From an optimization exercise on the open Yosys and OpenROAD flow, aimed at small area, a short achievable clock period and few clock cycles per item; shortcuts taken in it are not production practice.
Only simulation tests tie the RTL to the original design; equivalence was not proved.
Power and IR drop assume default switching activity.

Setup of job 4283:
// fsk_demod
module fsk_demod (
    input  logic         sys_clk,
    input  logic         rst_n,
    input  logic [15:0]  sample_in,       
    input  logic         sample_valid,
    output logic         sample_ready,
    output logic         symbol,          
    output logic         symbol_valid,
    input  logic         symbol_ready
);
For scale: ~730 cells after synthesis, about 23 I/O pins, roughly 0.0064 mm² of cells after synthesis.
clock: 6.0 ns
lec_check: 0
cap_margin: 20
core_margin: 2
core_utilization: 55
setup_slack_margin: 3.5
slew_margin: 20
standard.sh (not shown) runs the stock make flow with config.mk's settings and CLKGATE_MAP_FILE= SYNTH_SCRIPT=/design/flow/synth_recipe.tcl, a recipe that flattens the netlist after the stock synthesis.
==> flow/flow/run.sh <==
#!/bin/bash
# Own flow: the standard layout, with two changes.
#  1. Synthesis: the standard script, except that synth's "fine" step skips its quick abc
#     (so extract_fa sees the RTL's adders unscrambled) and the final abc uses an area
#     script with deepsyn (flow/abc.script). The result is used only when it holds
#     exactly the standard synthesis's registers (names and cell types); otherwise the
#     standard synthesis is kept.
#  2. Port buffers are plain buffers (BUFFER_PORTS_ARGS) instead of the delay cells the
#     resizer picks by default.
# Every tool's output goes to a log file of its own in this folder.
set -u
W=$PWD
F=$W/flow
R=$W/orfs/results/$FLOW_PLATFORM/fsk_demod/base
PORTS='BUFFER_PORTS_ARGS=-buffer_cell sky130_fd_sc_hd__buf_4'

bash standard.sh synth > $W/log_standard_synth.txt 2>&1 || { echo "standard synth failed"; exit 1; }
cp $R/1_2_yosys.v $W/standard_1_2_yosys.v

# modified copy of ORFS's synth.tcl and of the standard flow's synthesis script
mkdir -p $W/mysynth
sed -e 's|^\(\s*synth -top $::env(DESIGN_NAME) -run fine: {\*}$synth_full_args\)|\1 -noabc|' \
    -e "s|^source \$::env(SCRIPTS_DIR)/synth_preamble.tcl|&\nset abc_args [lreplace \$abc_args 1 1 $F/abc.script]|" \
    $FLOW_HOME/scripts/synth.tcl > $W/mysynth/synth.tcl
sed "s|source \$::env(SCRIPTS_DIR)/synth.tcl|source $W/mysynth/synth.tcl|" $W/synth_recipe.tcl > $W/mysynth/synth_recipe.tcl

if make -C $FLOW_HOME DESIGN_CONFIG=$W/config.mk WORK_HOME=$W/mysynth/orfs CLKGATE_MAP_FILE= \
     SYNTH_SCRIPT=$W/mysynth/synth_recipe.tcl synth > $W/log_my_synth.txt 2>&1; then
  M=$W/mysynth/orfs/results/$FLOW_PLATFORM/fsk_demod/base/1_2_yosys.v
  if python3 $F/regcmp.py $W/standard_1_2_yosys.v $M > $W/log_regcmp.txt 2>&1; then
    cp $M $R/1_2_yosys.v
    rm -f $R/1_synth.odb $R/1_synth.sdc
    echo "using the modified synthesis"
  else
    echo "registers differ: keeping the standard synthesis"
  fi
else
  echo "modified synthesis failed: keeping the standard synthesis"
fi

bash standard.sh "$PORTS" finish > $W/log_standard_finish.txt 2>&1 || { echo "layout failed"; exit 1; }
test -f $W/out/final.def
==> flow/flow/abc.script <==
strash
&get -n
&deepsyn -T 45 -S 1
&put
dch -f
map -a
topo
stime -c
buffer -c
upsize -c
dnsize -c
Other scripts of this flow, unchanged in this note and not shown: flow/flow/regcmp.py
Job 4283 did not stop at any stage, and its layout met the timing, design-rule and antenna checks.
Testbench counts of job 4283, summed over its fixed seeds: cycles 65,576, items 65,536.
--- input diff job 4283..job 6224 ---
Settings: a change of CORE_UTILIZATION from 55 to 40.
-- flow/flow/run.sh --
<<< job 4283, line 14
R=$W/orfs/results/$FLOW_PLATFORM/fsk_demod/base
PORTS='BUFFER_PORTS_ARGS=-buffer_cell sky130_fd_sc_hd__buf_4'

>>> job 6224, line 14
R=$W/orfs/results/$FLOW_PLATFORM/fsk_demod/base
PORTS='BUFFER_PORTS_ARGS=-buffer_cell sky130_fd_sc_hd__buf_2'

-- flow/flow/abc.script --
<<< job 4283, line 5
dch -f
map -a
topo
>>> job 6224, line 5
dch -f
amap
topo
[summary]
Job 4283 → job 6224: utilization after layout went down by 16 points, placer congestion estimate went down by about 9%. Comparing power share of the clock group for job 4283 and job 6224, the smaller number came from job 6224. Between job 6224 and job 4283, it is job 6224 whose number of search-and-repair iterations in the first detailed-routing pass is lower, by 1. Critical path depth: job 6224 lower than job 4283. Compared with job 4283, job 6224 has less setup slack. Between job 4283 and job 6224, total setup buffers inserted after CTS is higher for job 6224, job 4283 comes in under that.

## what the ideal ports hide
No port has a modelled driver above. Below, the same layouts with a new extraction and two added sets of constraints. Step 1 sets driving cells, clkbuf_16 on the clock port and buf_2 on the other inputs (assumed; they add their load-dependent delay and slew). Step 2 moves the port delays by t, midway between the first and last clock arrival at a register: inputs arrive t later, outputs are due t later. That takes back most of the time a late clock gives input paths. Three values: ideal ports, drivers, drivers and shift; two values: the first two.
run	t, ns	slack for setup (ns)	worst setup path after step 2	worst data-port slew with drivers (ns)
job 4283	0.400	3.517 / 3.517 / 3.517	register to register	0.04
job 6224	0.388	3.416 / 3.416 / 3.416	register to register	0.03
After both steps setup and hold are still met in every run listed.
